Background: an optimization exercise with open tools, aiming at small area and a short achievable clock period. Do not read the settings as production practice. Function was checked by simulation only, so behaviour that the tests miss may differ from the original. Power and IR drop assume default switching activity.

==> design/flow/design.v <==
`default_nettype none
package lj_pkg;
	localparam int CELL_ID_WIDTH  = 2;             
	localparam int CELL_POS_WIDTH = 6;             
	localparam int MAG_WIDTH      = 6;             
	localparam int ACC_WIDTH   = 32;               
	localparam int COUNT_WIDTH = 8;                
	localparam int CMAG_WIDTH  = 14;
	localparam int PROD_WIDTH  = CMAG_WIDTH + MAG_WIDTH;    
	localparam int FORCE_SHIFT = 6;
	localparam int QH_WIDTH    = PROD_WIDTH - FORCE_SHIFT;
endpackage
`default_nettype wire
`timescale 1ns/1ns
`default_nettype none
import lj_pkg::*;
module pair_decode (
	input  logic [lj_pkg::CELL_ID_WIDTH-1:0]   hc,
	input  logic [lj_pkg::CELL_ID_WIDTH-1:0]   nc,
	input  logic [lj_pkg::CELL_POS_WIDTH-1:0]  hp,
	input  logic [lj_pkg::CELL_POS_WIDTH-1:0]  np,
	output logic                               ok,
	output logic                               neg,
	output logic [lj_pkg::MAG_WIDTH-1:0]       mag
);
	logic       up;                                
	logic       dn;                                
	logic [6:0] dp;                                
	logic       dp_neg;
	logic       dp_pos;
	always_comb begin
		up = 1'b0;
		dn = 1'b0;
		case ({hc, nc})
			4'b00_01, 4'b01_10, 4'b10_00: up = 1'b1;
			4'b00_10, 4'b01_00, 4'b10_01: dn = 1'b1;
			default: ;
		endcase
	end
	assign dp     = {1'b0, np} - {1'b0, hp};
	assign dp_neg = dp[6];
	assign dp_pos = ~dp[6] & (dp[5:0] != 6'd0);
	assign neg    = dn | (~up & dp_neg);
	assign ok     = up ? dp_neg : (dn ? dp_pos : 1'b1);
	assign mag    = neg ? (hp - np) : dp[5:0];
endmodule
module lj_sumsq (
	input  logic [5:0]  a,
	input  logic [5:0]  b,
	input  logic [5:0]  c,
	output logic [13:0] ra,      
	output logic [13:0] rb
);
	logic [11:0] qa, qb, qc;                       
	lj_square sq_a (.m(a), .q(qa));
	lj_square sq_b (.m(b), .q(qb));
	lj_square sq_c (.m(c), .q(qc));
	logic t1;
	logic t2;
	logic t3;
	logic t4;
	logic t5;
	logic t6;
	logic t7;
	logic t8;
	logic t9;
	logic t10;
	logic t11;
	logic t12;
	logic t13;
	logic t14;
	logic t15;
	logic t16;
	logic t17;
	logic t18;
	logic t19;
	logic t20;
	logic t21;
	logic t22;
	assign t1 = qa[0] ^ qb[0];
	assign t2 = qa[0] & qb[0];
	assign t3 = qa[2] ^ qb[2];
	assign t4 = qa[2] & qb[2];
	assign t5 = qa[3] ^ qb[3] ^ qc[3];
	assign t6 = (qa[3] & qb[3]) | (qa[3] & qc[3]) | (qb[3] & qc[3]);
	assign t7 = qa[4] ^ qb[4] ^ qc[4];
	assign t8 = (qa[4] & qb[4]) | (qa[4] & qc[4]) | (qb[4] & qc[4]);
	assign t9 = qa[5] ^ qb[5] ^ qc[5];
	assign t10 = (qa[5] & qb[5]) | (qa[5] & qc[5]) | (qb[5] & qc[5]);
	assign t11 = qa[6] ^ qb[6] ^ qc[6];
	assign t12 = (qa[6] & qb[6]) | (qa[6] & qc[6]) | (qb[6] & qc[6]);
	assign t13 = qa[7] ^ qb[7] ^ qc[7];
	assign t14 = (qa[7] & qb[7]) | (qa[7] & qc[7]) | (qb[7] & qc[7]);
	assign t15 = qa[8] ^ qb[8] ^ qc[8];
	assign t16 = (qa[8] & qb[8]) | (qa[8] & qc[8]) | (qb[8] & qc[8]);
	assign t17 = qa[9] ^ qb[9] ^ qc[9];
	assign t18 = (qa[9] & qb[9]) | (qa[9] & qc[9]) | (qb[9] & qc[9]);
	assign t19 = qa[10] ^ qb[10] ^ qc[10];
	assign t20 = (qa[10] & qb[10]) | (qa[10] & qc[10]) | (qb[10] & qc[10]);
	assign t21 = qa[11] ^ qb[11] ^ qc[11];
	assign t22 = (qa[11] & qb[11]) | (qa[11] & qc[11]) | (qb[11] & qc[11]);
	assign ra = {1'b0, t22, t20, t18, t16, t14, t12, t10, t8, t6, t4, t3, t2, t1};
	assign rb = {1'b0, 1'b0, t21, t19, t17, t15, t13, t11, t9, t7, t5, qc[2], 1'b0, qc[0]};
endmodule
module lj_square (
	input  logic [5:0]  m,
	output logic [11:0] q
);
	always_comb begin
		case (m)
			6'd0: q = 12'd0;
			6'd1: q = 12'd1;
			6'd2: q = 12'd4;
			6'd3: q = 12'd9;
			6'd4: q = 12'd16;
			6'd5: q = 12'd25;
			6'd6: q = 12'd36;
			6'd7: q = 12'd49;
			6'd8: q = 12'd64;
			6'd9: q = 12'd81;
			6'd10: q = 12'd100;
			6'd11: q = 12'd121;
			6'd12: q = 12'd144;
			6'd13: q = 12'd169;
			6'd14: q = 12'd196;
			6'd15: q = 12'd225;
			6'd16: q = 12'd256;
			6'd17: q = 12'd289;
			6'd18: q = 12'd324;
			6'd19: q = 12'd361;
			6'd20: q = 12'd400;
			6'd21: q = 12'd441;
			6'd22: q = 12'd484;
			6'd23: q = 12'd529;
			6'd24: q = 12'd576;
			6'd25: q = 12'd625;
			6'd26: q = 12'd676;
			6'd27: q = 12'd729;
			6'd28: q = 12'd784;
			6'd29: q = 12'd841;
			6'd30: q = 12'd900;
			6'd31: q = 12'd961;
			6'd32: q = 12'd1024;
			6'd33: q = 12'd1089;
			6'd34: q = 12'd1156;
			6'd35: q = 12'd1225;
			6'd36: q = 12'd1296;
			6'd37: q = 12'd1369;
			6'd38: q = 12'd1444;
			6'd39: q = 12'd1521;
			6'd40: q = 12'd1600;
			6'd41: q = 12'd1681;
			6'd42: q = 12'd1764;
			6'd43: q = 12'd1849;
			6'd44: q = 12'd1936;
			6'd45: q = 12'd2025;
			6'd46: q = 12'd2116;
			6'd47: q = 12'd2209;
			6'd48: q = 12'd2304;
			6'd49: q = 12'd2401;
			6'd50: q = 12'd2500;
			6'd51: q = 12'd2601;
			6'd52: q = 12'd2704;
			6'd53: q = 12'd2809;
			6'd54: q = 12'd2916;
			6'd55: q = 12'd3025;
			6'd56: q = 12'd3136;
			6'd57: q = 12'd3249;
			6'd58: q = 12'd3364;
			6'd59: q = 12'd3481;
			6'd60: q = 12'd3600;
			6'd61: q = 12'd3721;
			6'd62: q = 12'd3844;
			6'd63: q = 12'd3969;
			default: q = 12'd0;
		endcase
	end
endmodule
`default_nettype wire
`timescale 1ns/1ns
`default_nettype none
import lj_pkg::*;
module force_execute (
	input  logic                               en,
	input  logic [7:0]                         tab,      
	output logic                               csign,
	output logic [lj_pkg::CMAG_WIDTH-1:0]      cmag
);
	logic                         t_sign;
	logic [lj_pkg::CMAG_WIDTH-1:0] t_mag;
	always_comb begin
		case (tab)
			8'd0: begin t_sign = 1'b0; t_mag = 14'd16000; end   
			8'd1: begin t_sign = 1'b0; t_mag = 14'd15745; end   
			8'd2: begin t_sign = 1'b0; t_mag = 14'd15490; end   
			8'd3: begin t_sign = 1'b0; t_mag = 14'd15235; end   
			8'd4: begin t_sign = 1'b0; t_mag = 14'd14980; end   
			8'd5: begin t_sign = 1'b0; t_mag = 14'd14725; end   
			8'd6: begin t_sign = 1'b0; t_mag = 14'd14470; end   
			8'd7: begin t_sign = 1'b0; t_mag = 14'd14215; end   
			8'd8: begin t_sign = 1'b0; t_mag = 14'd13960; end   
			8'd9: begin t_sign = 1'b0; t_mag = 14'd13705; end   
			8'd10: begin t_sign = 1'b0; t_mag = 14'd13450; end   
			8'd11: begin t_sign = 1'b0; t_mag = 14'd13195; end   
			8'd12: begin t_sign = 1'b0; t_mag = 14'd12940; end   
			8'd13: begin t_sign = 1'b0; t_mag = 14'd12685; end   
			8'd14: begin t_sign = 1'b0; t_mag = 14'd12430; end   
			8'd15: begin t_sign = 1'b0; t_mag = 14'd12175; end   
			8'd16: begin t_sign = 1'b0; t_mag = 14'd11920; end   
			8'd17: begin t_sign = 1'b0; t_mag = 14'd11665; end   
			8'd18: begin t_sign = 1'b0; t_mag = 14'd11410; end   
			8'd19: begin t_sign = 1'b0; t_mag = 14'd11155; end   
			8'd20: begin t_sign = 1'b0; t_mag = 14'd10900; end   
			8'd21: begin t_sign = 1'b0; t_mag = 14'd10645; end   
			8'd22: begin t_sign = 1'b0; t_mag = 14'd10390; end   
			8'd23: begin t_sign = 1'b0; t_mag = 14'd10135; end   
			8'd24: begin t_sign = 1'b0; t_mag = 14'd9880; end   
			8'd25: begin t_sign = 1'b0; t_mag = 14'd9625; end   
			8'd26: begin t_sign = 1'b0; t_mag = 14'd9370; end   
			8'd27: begin t_sign = 1'b0; t_mag = 14'd9115; end   
			8'd28: begin t_sign = 1'b0; t_mag = 14'd8860; end   
			8'd29: begin t_sign = 1'b0; t_mag = 14'd8605; end   
			8'd30: begin t_sign = 1'b0; t_mag = 14'd8350; end   
			8'd31: begin t_sign = 1'b0; t_mag = 14'd8095; end   
			8'd32: begin t_sign = 1'b0; t_mag = 14'd8000; end   
			8'd33: begin t_sign = 1'b0; t_mag = 14'd7800; end   
			8'd34: begin t_sign = 1'b0; t_mag = 14'd7600; end   
			8'd35: begin t_sign = 1'b0; t_mag = 14'd7400; end   
			8'd36: begin t_sign = 1'b0; t_mag = 14'd7200; end   
			8'd37: begin t_sign = 1'b0; t_mag = 14'd7000; end   
			8'd38: begin t_sign = 1'b0; t_mag = 14'd6800; end   
			8'd39: begin t_sign = 1'b0; t_mag = 14'd6600; end   
			8'd40: begin t_sign = 1'b0; t_mag = 14'd6400; end   
			8'd41: begin t_sign = 1'b0; t_mag = 14'd6200; end   
			8'd42: begin t_sign = 1'b0; t_mag = 14'd6000; end   
			8'd43: begin t_sign = 1'b0; t_mag = 14'd5800; end   
			8'd44: begin t_sign = 1'b0; t_mag = 14'd5600; end   
			8'd45: begin t_sign = 1'b0; t_mag = 14'd5400; end   
			8'd46: begin t_sign = 1'b0; t_mag = 14'd5200; end   
			8'd47: begin t_sign = 1'b0; t_mag = 14'd5000; end   
			8'd48: begin t_sign = 1'b0; t_mag = 14'd4800; end   
			8'd49: begin t_sign = 1'b0; t_mag = 14'd4600; end   
			8'd50: begin t_sign = 1'b0; t_mag = 14'd4400; end   
			8'd51: begin t_sign = 1'b0; t_mag = 14'd4200; end   
			8'd52: begin t_sign = 1'b0; t_mag = 14'd4000; end   
			8'd53: begin t_sign = 1'b0; t_mag = 14'd3800; end   
			8'd54: begin t_sign = 1'b0; t_mag = 14'd3600; end   
			8'd55: begin t_sign = 1'b0; t_mag = 14'd3400; end   
			8'd56: begin t_sign = 1'b0; t_mag = 14'd3200; end   
			8'd57: begin t_sign = 1'b0; t_mag = 14'd3000; end   
			8'd58: begin t_sign = 1'b0; t_mag = 14'd2800; end   
			8'd59: begin t_sign = 1'b0; t_mag = 14'd2600; end   
			8'd60: begin t_sign = 1'b0; t_mag = 14'd2400; end   
			8'd61: begin t_sign = 1'b0; t_mag = 14'd2200; end   
			8'd62: begin t_sign = 1'b0; t_mag = 14'd2000; end   
			8'd63: begin t_sign = 1'b0; t_mag = 14'd1800; end   
			8'd64: begin t_sign = 1'b0; t_mag = 14'd1800; end   
			8'd65: begin t_sign = 1'b0; t_mag = 14'd1740; end   
			8'd66: begin t_sign = 1'b0; t_mag = 14'd1680; end   
			8'd67: begin t_sign = 1'b0; t_mag = 14'd1620; end   
			8'd68: begin t_sign = 1'b0; t_mag = 14'd1560; end   
			8'd69: begin t_sign = 1'b0; t_mag = 14'd1500; end   
			8'd70: begin t_sign = 1'b0; t_mag = 14'd1440; end   
			8'd71: begin t_sign = 1'b0; t_mag = 14'd1380; end   
			8'd72: begin t_sign = 1'b0; t_mag = 14'd1320; end   
			8'd73: begin t_sign = 1'b0; t_mag = 14'd1260; end   
			8'd74: begin t_sign = 1'b0; t_mag = 14'd1200; end   
			8'd75: begin t_sign = 1'b0; t_mag = 14'd1140; end   
			8'd76: begin t_sign = 1'b0; t_mag = 14'd1080; end   
			8'd77: begin t_sign = 1'b0; t_mag = 14'd1020; end   
			8'd78: begin t_sign = 1'b0; t_mag = 14'd960; end   
			8'd79: begin t_sign = 1'b0; t_mag = 14'd900; end   
			8'd80: begin t_sign = 1'b0; t_mag = 14'd840; end   
			8'd81: begin t_sign = 1'b0; t_mag = 14'd780; end   
			8'd82: begin t_sign = 1'b0; t_mag = 14'd720; end   
			8'd83: begin t_sign = 1'b0; t_mag = 14'd660; end   
			8'd84: begin t_sign = 1'b0; t_mag = 14'd600; end   
			8'd85: begin t_sign = 1'b0; t_mag = 14'd540; end   
			8'd86: begin t_sign = 1'b0; t_mag = 14'd480; end   
			8'd87: begin t_sign = 1'b0; t_mag = 14'd420; end   
			8'd88: begin t_sign = 1'b0; t_mag = 14'd360; end   
			8'd89: begin t_sign = 1'b0; t_mag = 14'd300; end   
			8'd90: begin t_sign = 1'b0; t_mag = 14'd240; end   
			8'd91: begin t_sign = 1'b0; t_mag = 14'd180; end   
			8'd92: begin t_sign = 1'b0; t_mag = 14'd120; end   
			8'd93: begin t_sign = 1'b0; t_mag = 14'd60; end   
			8'd94: begin t_sign = 1'b0; t_mag = 14'd0; end   
			8'd95: begin t_sign = 1'b1; t_mag = 14'd60; end   
			8'd96: begin t_sign = 1'b1; t_mag = 14'd60; end   
			8'd97: begin t_sign = 1'b1; t_mag = 14'd68; end   
			8'd98: begin t_sign = 1'b1; t_mag = 14'd76; end   
			8'd99: begin t_sign = 1'b1; t_mag = 14'd84; end   
			8'd100: begin t_sign = 1'b1; t_mag = 14'd92; end   
			8'd101: begin t_sign = 1'b1; t_mag = 14'd100; end   
			8'd102: begin t_sign = 1'b1; t_mag = 14'd108; end   
			8'd103: begin t_sign = 1'b1; t_mag = 14'd116; end   
			8'd104: begin t_sign = 1'b1; t_mag = 14'd124; end   
			8'd105: begin t_sign = 1'b1; t_mag = 14'd132; end   
			8'd106: begin t_sign = 1'b1; t_mag = 14'd140; end   
			8'd107: begin t_sign = 1'b1; t_mag = 14'd148; end   
			8'd108: begin t_sign = 1'b1; t_mag = 14'd156; end   
			8'd109: begin t_sign = 1'b1; t_mag = 14'd164; end   
			8'd110: begin t_sign = 1'b1; t_mag = 14'd172; end   
			8'd111: begin t_sign = 1'b1; t_mag = 14'd180; end   
			8'd112: begin t_sign = 1'b1; t_mag = 14'd188; end   
			8'd113: begin t_sign = 1'b1; t_mag = 14'd196; end   
			8'd114: begin t_sign = 1'b1; t_mag = 14'd204; end   
			8'd115: begin t_sign = 1'b1; t_mag = 14'd212; end   
			8'd116: begin t_sign = 1'b1; t_mag = 14'd220; end   
			8'd117: begin t_sign = 1'b1; t_mag = 14'd228; end   
			8'd118: begin t_sign = 1'b1; t_mag = 14'd236; end   
			8'd119: begin t_sign = 1'b1; t_mag = 14'd244; end   
			8'd120: begin t_sign = 1'b1; t_mag = 14'd252; end   
			8'd121: begin t_sign = 1'b1; t_mag = 14'd260; end   
			8'd122: begin t_sign = 1'b1; t_mag = 14'd268; end   
			8'd123: begin t_sign = 1'b1; t_mag = 14'd276; end   
			8'd124: begin t_sign = 1'b1; t_mag = 14'd284; end   
			8'd125: begin t_sign = 1'b1; t_mag = 14'd292; end   
			8'd126: begin t_sign = 1'b1; t_mag = 14'd300; end   
			8'd127: begin t_sign = 1'b1; t_mag = 14'd308; end   
			8'd128: begin t_sign = 1'b1; t_mag = 14'd310; end   
			8'd129: begin t_sign = 1'b1; t_mag = 14'd313; end   
			8'd130: begin t_sign = 1'b1; t_mag = 14'd316; end   
			8'd131: begin t_sign = 1'b1; t_mag = 14'd319; end   
			8'd132: begin t_sign = 1'b1; t_mag = 14'd322; end   
			8'd133: begin t_sign = 1'b1; t_mag = 14'd325; end   
			8'd134: begin t_sign = 1'b1; t_mag = 14'd328; end   
			8'd135: begin t_sign = 1'b1; t_mag = 14'd331; end   
			8'd136: begin t_sign = 1'b1; t_mag = 14'd334; end   
			8'd137: begin t_sign = 1'b1; t_mag = 14'd337; end   
			8'd138: begin t_sign = 1'b1; t_mag = 14'd340; end   
			8'd139: begin t_sign = 1'b1; t_mag = 14'd343; end   
			8'd140: begin t_sign = 1'b1; t_mag = 14'd346; end   
			8'd141: begin t_sign = 1'b1; t_mag = 14'd349; end   
			8'd142: begin t_sign = 1'b1; t_mag = 14'd352; end   
			8'd143: begin t_sign = 1'b1; t_mag = 14'd355; end   
			8'd144: begin t_sign = 1'b1; t_mag = 14'd358; end   
			8'd145: begin t_sign = 1'b1; t_mag = 14'd361; end   
			8'd146: begin t_sign = 1'b1; t_mag = 14'd364; end   
			8'd147: begin t_sign = 1'b1; t_mag = 14'd367; end   
			8'd148: begin t_sign = 1'b1; t_mag = 14'd370; end   
			8'd149: begin t_sign = 1'b1; t_mag = 14'd373; end   
			8'd150: begin t_sign = 1'b1; t_mag = 14'd376; end   
			8'd151: begin t_sign = 1'b1; t_mag = 14'd379; end   
			8'd152: begin t_sign = 1'b1; t_mag = 14'd382; end   
			8'd153: begin t_sign = 1'b1; t_mag = 14'd385; end   
			8'd154: begin t_sign = 1'b1; t_mag = 14'd388; end   
			8'd155: begin t_sign = 1'b1; t_mag = 14'd391; end   
			8'd156: begin t_sign = 1'b1; t_mag = 14'd394; end   
			8'd157: begin t_sign = 1'b1; t_mag = 14'd397; end   
			8'd158: begin t_sign = 1'b1; t_mag = 14'd400; end   
			8'd159: begin t_sign = 1'b1; t_mag = 14'd403; end   
			8'd160: begin t_sign = 1'b1; t_mag = 14'd400; end   
			8'd161: begin t_sign = 1'b1; t_mag = 14'd401; end   
			8'd162: begin t_sign = 1'b1; t_mag = 14'd402; end   
			8'd163: begin t_sign = 1'b1; t_mag = 14'd403; end   
			8'd164: begin t_sign = 1'b1; t_mag = 14'd404; end   
			8'd165: begin t_sign = 1'b1; t_mag = 14'd405; end   
			8'd166: begin t_sign = 1'b1; t_mag = 14'd406; end   
			8'd167: begin t_sign = 1'b1; t_mag = 14'd407; end   
			8'd168: begin t_sign = 1'b1; t_mag = 14'd408; end   
			8'd169: begin t_sign = 1'b1; t_mag = 14'd409; end   
			8'd170: begin t_sign = 1'b1; t_mag = 14'd410; end   
			8'd171: begin t_sign = 1'b1; t_mag = 14'd411; end   
			8'd172: begin t_sign = 1'b1; t_mag = 14'd412; end   
			8'd173: begin t_sign = 1'b1; t_mag = 14'd413; end   
			8'd174: begin t_sign = 1'b1; t_mag = 14'd414; end   
			8'd175: begin t_sign = 1'b1; t_mag = 14'd415; end   
			8'd176: begin t_sign = 1'b1; t_mag = 14'd416; end   
			8'd177: begin t_sign = 1'b1; t_mag = 14'd417; end   
			8'd178: begin t_sign = 1'b1; t_mag = 14'd418; end   
			8'd179: begin t_sign = 1'b1; t_mag = 14'd419; end   
			8'd180: begin t_sign = 1'b1; t_mag = 14'd420; end   
			8'd181: begin t_sign = 1'b1; t_mag = 14'd421; end   
			8'd182: begin t_sign = 1'b1; t_mag = 14'd422; end   
			8'd183: begin t_sign = 1'b1; t_mag = 14'd423; end   
			8'd184: begin t_sign = 1'b1; t_mag = 14'd424; end   
			8'd185: begin t_sign = 1'b1; t_mag = 14'd425; end   
			8'd186: begin t_sign = 1'b1; t_mag = 14'd426; end   
			8'd187: begin t_sign = 1'b1; t_mag = 14'd427; end   
			8'd188: begin t_sign = 1'b1; t_mag = 14'd428; end   
			8'd189: begin t_sign = 1'b1; t_mag = 14'd429; end   
			8'd190: begin t_sign = 1'b1; t_mag = 14'd430; end   
			8'd191: begin t_sign = 1'b1; t_mag = 14'd431; end   
			8'd192: begin t_sign = 1'b1; t_mag = 14'd300; end   
			8'd193: begin t_sign = 1'b1; t_mag = 14'd302; end   
			8'd194: begin t_sign = 1'b1; t_mag = 14'd304; end   
			8'd195: begin t_sign = 1'b1; t_mag = 14'd306; end   
			8'd196: begin t_sign = 1'b1; t_mag = 14'd308; end   
			8'd197: begin t_sign = 1'b1; t_mag = 14'd310; end   
			8'd198: begin t_sign = 1'b1; t_mag = 14'd312; end   
			8'd199: begin t_sign = 1'b1; t_mag = 14'd314; end   
			8'd200: begin t_sign = 1'b1; t_mag = 14'd316; end   
			8'd201: begin t_sign = 1'b1; t_mag = 14'd318; end   
			8'd202: begin t_sign = 1'b1; t_mag = 14'd320; end   
			8'd203: begin t_sign = 1'b1; t_mag = 14'd322; end   
			8'd204: begin t_sign = 1'b1; t_mag = 14'd324; end   
			8'd205: begin t_sign = 1'b1; t_mag = 14'd326; end   
			8'd206: begin t_sign = 1'b1; t_mag = 14'd328; end   
			8'd207: begin t_sign = 1'b1; t_mag = 14'd330; end   
			8'd208: begin t_sign = 1'b1; t_mag = 14'd332; end   
			8'd209: begin t_sign = 1'b1; t_mag = 14'd334; end   
			8'd210: begin t_sign = 1'b1; t_mag = 14'd336; end   
			8'd211: begin t_sign = 1'b1; t_mag = 14'd338; end   
			8'd212: begin t_sign = 1'b1; t_mag = 14'd340; end   
			8'd213: begin t_sign = 1'b1; t_mag = 14'd342; end   
			8'd214: begin t_sign = 1'b1; t_mag = 14'd344; end   
			8'd215: begin t_sign = 1'b1; t_mag = 14'd346; end   
			8'd216: begin t_sign = 1'b1; t_mag = 14'd348; end   
			8'd217: begin t_sign = 1'b1; t_mag = 14'd350; end   
			8'd218: begin t_sign = 1'b1; t_mag = 14'd352; end   
			8'd219: begin t_sign = 1'b1; t_mag = 14'd354; end   
			8'd220: begin t_sign = 1'b1; t_mag = 14'd356; end   
			8'd221: begin t_sign = 1'b1; t_mag = 14'd358; end   
			8'd222: begin t_sign = 1'b1; t_mag = 14'd360; end   
			8'd223: begin t_sign = 1'b1; t_mag = 14'd362; end   
			8'd224: begin t_sign = 1'b1; t_mag = 14'd200; end   
			8'd225: begin t_sign = 1'b1; t_mag = 14'd204; end   
			8'd226: begin t_sign = 1'b1; t_mag = 14'd208; end   
			8'd227: begin t_sign = 1'b1; t_mag = 14'd212; end   
			8'd228: begin t_sign = 1'b1; t_mag = 14'd216; end   
			8'd229: begin t_sign = 1'b1; t_mag = 14'd220; end   
			8'd230: begin t_sign = 1'b1; t_mag = 14'd224; end   
			8'd231: begin t_sign = 1'b1; t_mag = 14'd228; end   
			8'd232: begin t_sign = 1'b1; t_mag = 14'd232; end   
			8'd233: begin t_sign = 1'b1; t_mag = 14'd236; end   
			8'd234: begin t_sign = 1'b1; t_mag = 14'd240; end   
			8'd235: begin t_sign = 1'b1; t_mag = 14'd244; end   
			8'd236: begin t_sign = 1'b1; t_mag = 14'd248; end   
			8'd237: begin t_sign = 1'b1; t_mag = 14'd252; end   
			8'd238: begin t_sign = 1'b1; t_mag = 14'd256; end   
			8'd239: begin t_sign = 1'b1; t_mag = 14'd260; end   
			8'd240: begin t_sign = 1'b1; t_mag = 14'd264; end   
			8'd241: begin t_sign = 1'b1; t_mag = 14'd268; end   
			8'd242: begin t_sign = 1'b1; t_mag = 14'd272; end   
			8'd243: begin t_sign = 1'b1; t_mag = 14'd276; end   
			8'd244: begin t_sign = 1'b1; t_mag = 14'd280; end   
			8'd245: begin t_sign = 1'b1; t_mag = 14'd284; end   
			8'd246: begin t_sign = 1'b1; t_mag = 14'd288; end   
			8'd247: begin t_sign = 1'b1; t_mag = 14'd292; end   
			8'd248: begin t_sign = 1'b1; t_mag = 14'd296; end   
			8'd249: begin t_sign = 1'b1; t_mag = 14'd300; end   
			8'd250: begin t_sign = 1'b1; t_mag = 14'd304; end   
			8'd251: begin t_sign = 1'b1; t_mag = 14'd308; end   
			8'd252: begin t_sign = 1'b1; t_mag = 14'd312; end   
			8'd253: begin t_sign = 1'b1; t_mag = 14'd316; end   
			8'd254: begin t_sign = 1'b1; t_mag = 14'd320; end   
			8'd255: begin t_sign = 1'b1; t_mag = 14'd324; end   
			default: begin t_sign = 1'b0; t_mag = 14'd0; end
		endcase
	end
	assign csign = t_sign;
	assign cmag  = t_mag & {CMAG_WIDTH{en}};
endmodule
module lj_mul (
	input  logic [13:0] c,
	input  logic [15:0] c3,      
	input  logic [5:0]  m,
	output logic [19:0] q
);
	logic t1;
	logic t2;
	logic t3;
	logic t4;
	logic t5;
	logic t6;
	logic t7;
	logic t8;
	logic t9;
	logic t10;
	logic t11;
	logic t12;
	logic t13;
	logic t14;
	logic t15;
	logic t16;
	logic t17;
	logic t18;
	logic t19;
	logic t20;
	logic t21;
	logic t22;
	logic t23;
	logic t24;
	logic t25;
	logic t26;
	logic t27;
	logic t28;
	logic t29;
	logic t30;
	logic t31;
	logic t32;
	logic t33;
	logic t34;
	logic t35;
	logic t36;
	logic t37;
	logic t38;
	logic t39;
	logic t40;
	logic t41;
	logic t42;
	logic t43;
	logic t44;
	logic t45;
	logic t46;
	logic t47;
	logic t48;
	logic t49;
	logic t50;
	logic t51;
	logic t52;
	logic t53;
	logic t54;
	logic t55;
	logic t56;
	logic t57;
	logic t58;
	logic t59;
	logic t60;
	logic t61;
	logic t62;
	logic t63;
	logic t64;
	logic t65;
	logic t66;
	logic t67;
	logic t68;
	logic t69;
	logic t70;
	logic t71;
	logic t72;
	logic t73;
	logic t74;
	logic t75;
	logic t76;
	assign t1 = (~m[1] & m[0] & c[0]) | (m[1] & m[0] & c3[0]);
	assign t2 = (~m[1] & m[0] & c[1]) | (m[1] & ~m[0] & c[0]) | (m[1] & m[0] & c3[1]);
	assign t3 = (~m[1] & m[0] & c[2]) | (m[1] & ~m[0] & c[1]) | (m[1] & m[0] & c3[2]);
	assign t4 = (~m[1] & m[0] & c[3]) | (m[1] & ~m[0] & c[2]) | (m[1] & m[0] & c3[3]);
	assign t5 = (~m[1] & m[0] & c[4]) | (m[1] & ~m[0] & c[3]) | (m[1] & m[0] & c3[4]);
	assign t6 = (~m[1] & m[0] & c[5]) | (m[1] & ~m[0] & c[4]) | (m[1] & m[0] & c3[5]);
	assign t7 = (~m[1] & m[0] & c[6]) | (m[1] & ~m[0] & c[5]) | (m[1] & m[0] & c3[6]);
	assign t8 = (~m[1] & m[0] & c[7]) | (m[1] & ~m[0] & c[6]) | (m[1] & m[0] & c3[7]);
	assign t9 = (~m[1] & m[0] & c[8]) | (m[1] & ~m[0] & c[7]) | (m[1] & m[0] & c3[8]);
	assign t10 = (~m[1] & m[0] & c[9]) | (m[1] & ~m[0] & c[8]) | (m[1] & m[0] & c3[9]);
	assign t11 = (~m[1] & m[0] & c[10]) | (m[1] & ~m[0] & c[9]) | (m[1] & m[0] & c3[10]);
	assign t12 = (~m[1] & m[0] & c[11]) | (m[1] & ~m[0] & c[10]) | (m[1] & m[0] & c3[11]);
	assign t13 = (~m[1] & m[0] & c[12]) | (m[1] & ~m[0] & c[11]) | (m[1] & m[0] & c3[12]);
	assign t14 = (~m[1] & m[0] & c[13]) | (m[1] & ~m[0] & c[12]) | (m[1] & m[0] & c3[13]);
	assign t15 = (m[1] & ~m[0] & c[13]) | (m[1] & m[0] & c3[14]);
	assign t16 = (m[1] & m[0] & c3[15]);
	assign t17 = (~m[3] & m[2] & c[0]) | (m[3] & m[2] & c3[0]);
	assign t18 = (~m[3] & m[2] & c[1]) | (m[3] & ~m[2] & c[0]) | (m[3] & m[2] & c3[1]);
	assign t19 = (~m[3] & m[2] & c[2]) | (m[3] & ~m[2] & c[1]) | (m[3] & m[2] & c3[2]);
	assign t20 = (~m[3] & m[2] & c[3]) | (m[3] & ~m[2] & c[2]) | (m[3] & m[2] & c3[3]);
	assign t21 = (~m[3] & m[2] & c[4]) | (m[3] & ~m[2] & c[3]) | (m[3] & m[2] & c3[4]);
	assign t22 = (~m[3] & m[2] & c[5]) | (m[3] & ~m[2] & c[4]) | (m[3] & m[2] & c3[5]);
	assign t23 = (~m[3] & m[2] & c[6]) | (m[3] & ~m[2] & c[5]) | (m[3] & m[2] & c3[6]);
	assign t24 = (~m[3] & m[2] & c[7]) | (m[3] & ~m[2] & c[6]) | (m[3] & m[2] & c3[7]);
	assign t25 = (~m[3] & m[2] & c[8]) | (m[3] & ~m[2] & c[7]) | (m[3] & m[2] & c3[8]);
	assign t26 = (~m[3] & m[2] & c[9]) | (m[3] & ~m[2] & c[8]) | (m[3] & m[2] & c3[9]);
	assign t27 = (~m[3] & m[2] & c[10]) | (m[3] & ~m[2] & c[9]) | (m[3] & m[2] & c3[10]);
	assign t28 = (~m[3] & m[2] & c[11]) | (m[3] & ~m[2] & c[10]) | (m[3] & m[2] & c3[11]);
	assign t29 = (~m[3] & m[2] & c[12]) | (m[3] & ~m[2] & c[11]) | (m[3] & m[2] & c3[12]);
	assign t30 = (~m[3] & m[2] & c[13]) | (m[3] & ~m[2] & c[12]) | (m[3] & m[2] & c3[13]);
	assign t31 = (m[3] & ~m[2] & c[13]) | (m[3] & m[2] & c3[14]);
	assign t32 = (m[3] & m[2] & c3[15]);
	assign t33 = (~m[5] & m[4] & c[0]) | (m[5] & m[4] & c3[0]);
	assign t34 = (~m[5] & m[4] & c[1]) | (m[5] & ~m[4] & c[0]) | (m[5] & m[4] & c3[1]);
	assign t35 = (~m[5] & m[4] & c[2]) | (m[5] & ~m[4] & c[1]) | (m[5] & m[4] & c3[2]);
	assign t36 = (~m[5] & m[4] & c[3]) | (m[5] & ~m[4] & c[2]) | (m[5] & m[4] & c3[3]);
	assign t37 = (~m[5] & m[4] & c[4]) | (m[5] & ~m[4] & c[3]) | (m[5] & m[4] & c3[4]);
	assign t38 = (~m[5] & m[4] & c[5]) | (m[5] & ~m[4] & c[4]) | (m[5] & m[4] & c3[5]);
	assign t39 = (~m[5] & m[4] & c[6]) | (m[5] & ~m[4] & c[5]) | (m[5] & m[4] & c3[6]);
	assign t40 = (~m[5] & m[4] & c[7]) | (m[5] & ~m[4] & c[6]) | (m[5] & m[4] & c3[7]);
	assign t41 = (~m[5] & m[4] & c[8]) | (m[5] & ~m[4] & c[7]) | (m[5] & m[4] & c3[8]);
	assign t42 = (~m[5] & m[4] & c[9]) | (m[5] & ~m[4] & c[8]) | (m[5] & m[4] & c3[9]);
	assign t43 = (~m[5] & m[4] & c[10]) | (m[5] & ~m[4] & c[9]) | (m[5] & m[4] & c3[10]);
	assign t44 = (~m[5] & m[4] & c[11]) | (m[5] & ~m[4] & c[10]) | (m[5] & m[4] & c3[11]);
	assign t45 = (~m[5] & m[4] & c[12]) | (m[5] & ~m[4] & c[11]) | (m[5] & m[4] & c3[12]);
	assign t46 = (~m[5] & m[4] & c[13]) | (m[5] & ~m[4] & c[12]) | (m[5] & m[4] & c3[13]);
	assign t47 = (m[5] & ~m[4] & c[13]) | (m[5] & m[4] & c3[14]);
	assign t48 = (m[5] & m[4] & c3[15]);
	assign t49 = t5 ^ t19;
	assign t50 = t5 & t19;
	assign t51 = t6 ^ t20 ^ t34;
	assign t52 = (t6 & t20) | (t6 & t34) | (t20 & t34);
	assign t53 = t7 ^ t21 ^ t35;
	assign t54 = (t7 & t21) | (t7 & t35) | (t21 & t35);
	assign t55 = t8 ^ t22 ^ t36;
	assign t56 = (t8 & t22) | (t8 & t36) | (t22 & t36);
	assign t57 = t9 ^ t23 ^ t37;
	assign t58 = (t9 & t23) | (t9 & t37) | (t23 & t37);
	assign t59 = t10 ^ t24 ^ t38;
	assign t60 = (t10 & t24) | (t10 & t38) | (t24 & t38);
	assign t61 = t11 ^ t25 ^ t39;
	assign t62 = (t11 & t25) | (t11 & t39) | (t25 & t39);
	assign t63 = t12 ^ t26 ^ t40;
	assign t64 = (t12 & t26) | (t12 & t40) | (t26 & t40);
	assign t65 = t13 ^ t27 ^ t41;
	assign t66 = (t13 & t27) | (t13 & t41) | (t27 & t41);
	assign t67 = t14 ^ t28 ^ t42;
	assign t68 = (t14 & t28) | (t14 & t42) | (t28 & t42);
	assign t69 = t15 ^ t29 ^ t43;
	assign t70 = (t15 & t29) | (t15 & t43) | (t29 & t43);
	assign t71 = t16 ^ t30 ^ t44;
	assign t72 = (t16 & t30) | (t16 & t44) | (t30 & t44);
	assign t73 = t31 ^ t45;
	assign t74 = t31 & t45;
	assign t75 = t32 ^ t46;
	assign t76 = t32 & t46;
	assign q = {t48, t76, t74, t72, t70, t68, t66, t64, t62, t60, t58, t56, t54, t52, t50, t49, t4, t3, t2, t1}
	         + {1'b0, t47, t75, t73, t71, t69, t67, t65, t63, t61, t59, t57, t55, t53, t51, t33, t18, t17, 1'b0, 1'b0};
endmodule
`default_nettype wire
`timescale 1ns/1ns
`default_nettype none
import lj_pkg::*;
module force_accumulate (
	input  logic                                clk,
	input  logic                                clr,
	input  logic                                s,
	input  logic                                cin,      
	input  logic [lj_pkg::QH_WIDTH-1:0]         x,        
	output logic [lj_pkg::ACC_WIDTH-1:0]        acc
);
	localparam int HW = ACC_WIDTH - QH_WIDTH;        
	logic [ACC_WIDTH-1:0]         base;
	logic [QH_WIDTH+1:0]          lo;              
	logic                         c;
	logic                         inc;
	logic                         dec;
	logic [HW-1:0]                hi;
	logic [HW:0]                  all1;            
	logic [HW:0]                  all0;            
	assign base = clr ? '0 : acc;
	assign lo   = {1'b0, base[QH_WIDTH-1:0], 1'b1} + {1'b0, x, cin};
	assign c    = lo[QH_WIDTH+1];
	assign inc  = c & ~s;
	assign dec  = s & ~c;
	assign hi   = base[ACC_WIDTH-1:QH_WIDTH];
	assign all1[0] = 1'b1;
	assign all0[0] = 1'b1;
	genvar i;
	generate
		for (i = 0; i < HW; i++) begin : g_hi
			assign all1[i+1] = all1[i] & hi[i];
			assign all0[i+1] = all0[i] & ~hi[i];
		end
	endgenerate
	always_ff @(posedge clk) begin
		acc <= {hi ^ (({HW{inc}} & all1[HW-1:0]) | ({HW{dec}} & all0[HW-1:0])), lo[QH_WIDTH:1]};
	end
endmodule
`default_nettype wire
`timescale 1ns/1ns
`default_nettype none
import lj_pkg::*;
module lj_pair_top (
	input  logic                                   clk,
	input  logic                                   rst_n,
	input  logic                                   pair_valid,
	input  logic                                   pair_last,
	input  logic [3*lj_pkg::CELL_ID_WIDTH-1:0]     home_cell,
	input  logic [3*lj_pkg::CELL_ID_WIDTH-1:0]     nbr_cell,
	input  logic [3*lj_pkg::CELL_POS_WIDTH-1:0]    home_pos,
	input  logic [3*lj_pkg::CELL_POS_WIDTH-1:0]    nbr_pos,
	output logic                                   force_valid,
	output logic signed [lj_pkg::ACC_WIDTH-1:0]    force_x,
	output logic signed [lj_pkg::ACC_WIDTH-1:0]    force_y,
	output logic signed [lj_pkg::ACC_WIDTH-1:0]    force_z,
	output logic [lj_pkg::COUNT_WIDTH-1:0]         pair_count
);
	localparam int MW = MAG_WIDTH;
	localparam int CW = CMAG_WIDTH;
	localparam int QW = QH_WIDTH;
	logic [2:0]        ok0;
	logic [2:0]        neg0;
	logic [3*MW-1:0]   mag0;
	genvar a;
	generate
		for (a = 0; a < 3; a++) begin : g_axis
			pair_decode dec_i (
				.hc(home_cell[a*CELL_ID_WIDTH +: CELL_ID_WIDTH]),
				.nc(nbr_cell[a*CELL_ID_WIDTH +: CELL_ID_WIDTH]),
				.hp(home_pos[a*CELL_POS_WIDTH +: CELL_POS_WIDTH]),
				.np(nbr_pos[a*CELL_POS_WIDTH +: CELL_POS_WIDTH]),
				.ok(ok0[a]), .neg(neg0[a]), .mag(mag0[a*MW +: MW])
			);
		end
	endgenerate
	logic              v1, last1;
	logic [2:0]        neg1;
	logic [3*MW-1:0]   mag1;
	logic [3*MW-1:0]   magn1;                      
	always_ff @(posedge clk or negedge rst_n) begin
		if (!rst_n) begin
			v1 <= 1'b0;
			last1 <= 1'b0;
		end else begin
			v1 <= pair_valid & (&ok0);
			last1 <= pair_valid & pair_last;
		end
	end
	always_ff @(posedge clk) begin
		neg1 <= neg0;
		magn1 <= ~mag0;
	end
	assign mag1 = ~magn1;
	logic [13:0]       ra1, rb1;                   
	lj_sumsq sumsq_i (.a(mag1[0 +: MW]), .b(mag1[MW +: MW]), .c(mag1[2*MW +: MW]),
		.ra(ra1), .rb(rb1));
	logic [13:0]       r2;
	logic              en1;
	assign r2  = ra1 + rb1;
	assign en1 = v1 & (r2[13:12] == 2'b00) & (r2[11:4] != 8'd0);    
	logic              en2, last2;
	logic [7:0]        tabn2;                      
	logic [2:0]        neg2;
	logic [3*MW-1:0]   mag2;
	always_ff @(posedge clk or negedge rst_n) begin
		if (!rst_n) begin
			en2 <= 1'b0;
			last2 <= 1'b0;
		end else begin
			en2 <= en1;
			last2 <= last1;
		end
	end
	always_ff @(posedge clk) begin
		tabn2 <= ~r2[11:4];
		neg2 <= neg1;
		mag2 <= mag1;
	end
	logic [7:0]        tab2;
	assign tab2 = ~tabn2;
	logic              csign;
	logic [CW-1:0]     cmag;
	force_execute coef_i (.en(en2), .tab(tab2), .csign(csign), .cmag(cmag));
	logic              en3, last3;
	logic [2:0]        s3;
	logic [CW-1:0]     cmag3;
	logic [3*MW-1:0]   mag3;
	logic [15:0]       c3_3;                       
	always_ff @(posedge clk or negedge rst_n) begin
		if (!rst_n) begin
			en3 <= 1'b0;
			last3 <= 1'b0;
		end else begin
			en3 <= en2;
			last3 <= last2;
		end
	end
	always_ff @(posedge clk) begin
		s3 <= neg2 ^ {3{csign}};
		cmag3 <= cmag;
		mag3 <= mag2;
		c3_3 <= {2'b00, cmag} + {1'b0, cmag, 1'b0};
	end
    	logic [3*QW-1:0]   x3;
    	logic [2:0]        cin3;
    	generate
    		for (a = 0; a < 3; a++) begin : g_mul
    			logic [PROD_WIDTH-1:0] q;
    			lj_mul mul_i (.c(cmag3), .c3(c3_3), .m(mag3[a*MW +: MW]), .q(q));
    			assign x3[a*QW +: QW] = q[PROD_WIDTH-1:FORCE_SHIFT] ^ {QW{s3[a]}};
    			assign cin3[a]        = s3[a] & (q[FORCE_SHIFT-1:0] == '0);
    		end
    	endgenerate
    	logic              en4, last4;
    	logic [2:0]        s4;
    	logic [2:0]        cin4;
    	logic [3*QW-1:0]   x4;
    	always_ff @(posedge clk or negedge rst_n) begin
		if (!rst_n) begin
			en4 <= 1'b0;
			last4 <= 1'b0;
		end else begin
			en4 <= en3;
			last4 <= last3;
		end
	end
	always_ff @(posedge clk) begin
		s4 <= s3;
		cin4 <= cin3;
		x4 <= x3;
	end
	logic              clr_x, clr_y, clr_z, clr_n;    
	always_ff @(posedge clk or negedge rst_n) begin
		if (!rst_n) begin
			force_valid <= 1'b0;
			clr_x <= 1'b1;
			clr_y <= 1'b1;
			clr_z <= 1'b1;
			clr_n <= 1'b1;
		end else begin
			force_valid <= last4;
			clr_x <= last4 | (clr_x & ~en4);
			clr_y <= last4 | (clr_y & ~en4);
			clr_z <= last4 | (clr_z & ~en4);
			clr_n <= last4 | (clr_n & ~en4);
		end
	end
	force_accumulate acc_x (.clk(clk), .clr(clr_x), .s(s4[2]), .cin(cin4[2]),
		.x(x4[2*QW +: QW]), .acc(force_x));
	force_accumulate acc_y (.clk(clk), .clr(clr_y), .s(s4[1]), .cin(cin4[1]),
		.x(x4[1*QW +: QW]), .acc(force_y));
	force_accumulate acc_z (.clk(clk), .clr(clr_z), .s(s4[0]), .cin(cin4[0]),
		.x(x4[0*QW +: QW]), .acc(force_z));
	always_ff @(posedge clk) begin
		pair_count <= (clr_n ? '0 : pair_count) + {{(COUNT_WIDTH-1){1'b0}}, en4};
	end
endmodule
`default_nettype wire
==> design/flow/run.sh <==
#!/bin/bash
# synth_recipe.tcl (not shown) runs the flow's synth.tcl, then flattens the netlist and writes it again
# the make line also repeats each setting of config.mk as NAME=value (left out here)
make -C /OpenROAD-flow-scripts/flow DESIGN_CONFIG=/design/flow/config.mk WORK_HOME=/design/flow/orfs CLKGATE_MAP_FILE= SYNTH_SCRIPT=/design/flow/synth_recipe.tcl finish
==> design/flow/config.mk <==
export PLATFORM = sky130hd
export DESIGN_NAME = lj_pair_top
export DESIGN_NICKNAME = lj_pair_top
export VERILOG_FILES = /design/flow/design.v
export SDC_FILE = /design/flow/constraint.sdc
export NUM_CORES = 4
export LEC_CHECK = 0
export ABC_AREA = 1
export CAP_MARGIN = 20
export CORE_MARGIN = 2
export CORE_UTILIZATION = 40
export SETUP_SLACK_MARGIN = 5
export SLEW_MARGIN = 20
==> design/flow/constraint.sdc <==
create_clock -name core_clock -period 9.5 [get_ports {clk}]
set_input_delay 1.9000 -clock core_clock [delete_from_list [all_inputs] [get_ports {clk}]]
set_output_delay 1.9000 -clock core_clock [all_outputs]
set_load 0.01 [all_outputs]
==> results.txt <==
- Status: timing/DRC/antenna clean
- WL per Instance: 15.53 microns
- CTS resizes: 0
- Dpl ws: 5099 ps
- Initial Utilization: 0.4045
- Drt total wl: 57550 microns
- Worst setup path class: reg -> reg
- # setup viols final: 0
- Total gr overflow: 0
- Synth Warn #: 5
- Syn avg cell area: 7.320 sq um
- RSZ-0062 raised after global routing: no
- Max-cap violation count: 0
- Ranking of synthesized cells by area: dfxtp_1, ha_1, inv_1
- Post-Synth XOR/XNOR Area: 0.08971
- Crit end category: register
- Slew headroom: 0.3530
- FFs w/ async S/R, synth: 0.04906
- Crit-path max FO: 12
- CTS buffer count: 31
- TritonRoute pass-1 iters: 7
- HPWL Detailed: 45150 microns
- Vias: 19620
- Period utilization: 0.4449
- Clk sinks: 265
- Number of setup buffers added after CTS: 0
- DRT iter0 DRCs: 1406
- Final ANT Viol Nets: 0
- Synthesized area: 21210 sq um
- Syn nets: 3210
- P&R area growth vs syn: 14.57%
- Final instance area: 24300 sq um
- Worst setup SP type: register
- CP required: 9960 ps
- Vias in the first global route: 18940
- Fin Setup TNS: 0 ps
- CTS tree: built
- Minimum clock period after layout: 4226 ps
- Core area: 52450 sq um
- H-tree depth: 1
- Register area share after synthesis: 0.2534
- Port Buffers: 156
- Chip height: 234.3 microns
- Number of synthesized flops with an enable pin: 0
- Largest net degree at the start of global routing: 24
- Main combinational cell family by area after synthesis: simple AND/OR/NAND/NOR gates
- Post-synth top area share: 0.2378
- Reg clk slew, reported paths: 50 ps
- DP Area: 23270 sq um
- Compound-Gate Fraction of Synth Area: 0.1850
- Highest clock rate: 0.2366 GHz
- Adder-Cell Fraction of Synth Area: 0.1728
- Ant diodes: 0
- Layout cell share with drive strength beyond 1: 0.04011
- Crit path setup slack, layout: 5274 ps
- WP data arrival: 4690 ps
- Main synth FF type: dfxtp_1
- Clk Latency, worst-skew pair: 590 ps
- Initial antenna violation count: 0
- VDD IR max: 0.1712 mV
- Die area: 54890 sq um
- Synth Register Bits: 265
- Cell Rows: 84
- Simple-gate area share of the yosys netlist: 0.1893
- I/O pin count: 157
- Longest Clk Path Bufs: 3
- DR vias/cell: 5.296
- Final Hold Fails: 0
- Final Power: 8657 uW
- Final-stage net count: 3309
- GRT Total Usage: 0.2063
- Final GP Congestion: 0.9170
- Mux cell area share after synthesis: 0.001475
- Clock Tree Root: clkbuf_16
- Leak: 0.01192 uW
- Worst slew pin tran: 958.4 ps
- Hold crit path type: reg -> reg
- Residual DRC: 0
- Mapped Cells: 2898
- First-pass GRT wire length: 93760 microns
- Pwr Density: 356.2 nW/um^2
- Distinct cells, synth: 67
- Setup Skew: 24.02 ps
- Synth area leader: dfxtp_1
- Die width: 234.3 microns
- Post-CTS Hold Buffers: 0
- Pins over their slew limit: 0
synthesized netlist by cell type, drive strengths merged, types with 24 or more instances:
library cell / n
inv: 479
nand2: 429
a21oi: 265
dfxtp: 252
nor2: 248
ha: 205
xor2: 159
o21ai: 155
o22ai: 104
nand3: 101
clkbuf: 74
fa: 55
xnor2: 54
nand4: 41
nor3: 28
o221ai: 25
clkinv: 24
worst max-delay path, cell delays in order, from the launching register on:
cell,delay (ps)
dfxtp_1,330
inv_1,70
nor2_1,710
inv_1,310
o22ai_1,200
a31oi_1,100
fa_1,570
inv_1,50
ha_1,340
nand2_1,90
nor2_1,180
nand2_1,90
nand3_1,130
nand2_1,90
o21ai_1,260
a31oi_1,200
o21ai_1,170
xnor3_1,220
metal layers:
layer	track usage	up-vias	wire [microns]
li1	-	9806	-
met1	0.2611	9019	25070
met2	0.3568	661	27150
met3	0.02797	134	3379
met4	0.07160	2	1856
met5	0.01339	-	101
report_power, final:
part / switching [uW] / total [uW] / internal, uW
Combinational: 3220 / 5340 / 2120
Clock: 482 / 1200 / 714
Sequential: 501 / 2120 / 1620
Total: 4200 / 8660 / 4450
final cells by class:
type	count	area [sq um]
fill	5201	28140
timing repair buffer	159	1584
tap	688	860.8
clock buffer	44	904.6
sequential	265	5380
clock inverter	9	123.9
multi-input combinational	2037	13540
inverter	503	1911
cell families after synthesis:
kind of cell / after synthesis
flops: 265
xor+xnor: 214
simple gates: 890
fa+ha+maj: 260
mux: 3
buf+inv: 596
compound gates: 670
flip-flops by register name, summed over array words and instances (netlist names), 3 cells and up:
signal      flops
c3_3           16
x4             42
acc_x.acc      32
cmag3          13
magn1          18
pair_count      8
mag2           18
tabn2           8
s4              3
acc_y.acc      32
neg2            3
s3              3
mag3           18
cin4            3
neg1            3
acc_z.acc      32
per-stage QoR:
| step | std cells | utilization | hold WS, ps |
|---|---|---|---|
| after detailed placement | 3652 | 0.4437 | 312.1 |
| after global placement | 3652 | 0.4437 | 311.0 |
| after floorplan | 2898 | - | 309.6 |
| after CTS | 3705 | 0.4633 | 325.5 |
| final | 3705 | 0.4634 | 324.7 |
| after global routing | 3705 | 0.4634 | 328.2 |
final timing paths:
kind / startpoint / end / slack [ps] / cells past startpoint
max: mag3[9] / x4[25] / 5270 / 17
min: mag2[9] / mag3[9] / 320 / 0
max reg2reg: mag3[9] / x4[25] / 5270 / 17
min reg2reg: mag2[9] / mag3[9] / 320 / 0
max in group asynchronous: rst_n / clr_z / 7520 / 2
min in group asynchronous: rst_n / v1 / 1670 / 2
placed cells by master, fill, tap and decap left out, drive strengths merged, types with 23 or more instances in the layout:
cell,n
nand4,41
clkdlybuf4s50,156
clkinv,28
xnor2,54
clkbuf,44
nor3,28
nand3,101
fa,55
ha,205
inv,481
nor2,248
dfxtp,252
nand2,429
o21ai,155
o22ai,104
a31oi,23
o221ai,25
a21oi,265
xor2,159

## port drivers added, routing unchanged
How much do the figures lean on ideal ports? The routed layout below was timed once more, with nothing changed but the port constraints. Step 1 sets driving cells, clkbuf_16 on the clock port and buf_2 on the other inputs (assumed; they add their load-dependent delay and slew). Step 2 also shifts input and output timing later by t, the mid clock arrival at the registers, as if the neighbouring blocks saw the same clock. Three values: ideal, step 1, step 2; two values: the first two.
shift t [ns]: 0.637
setup slack, ns: 5.274 / 5.274 / 5.080
clock arrival spread, ns: 0.026 / 0.025
After both steps this run still meets setup and hold. The setup slack of this run moves by 0.000 ns with the drivers and by -0.194 ns with both steps.
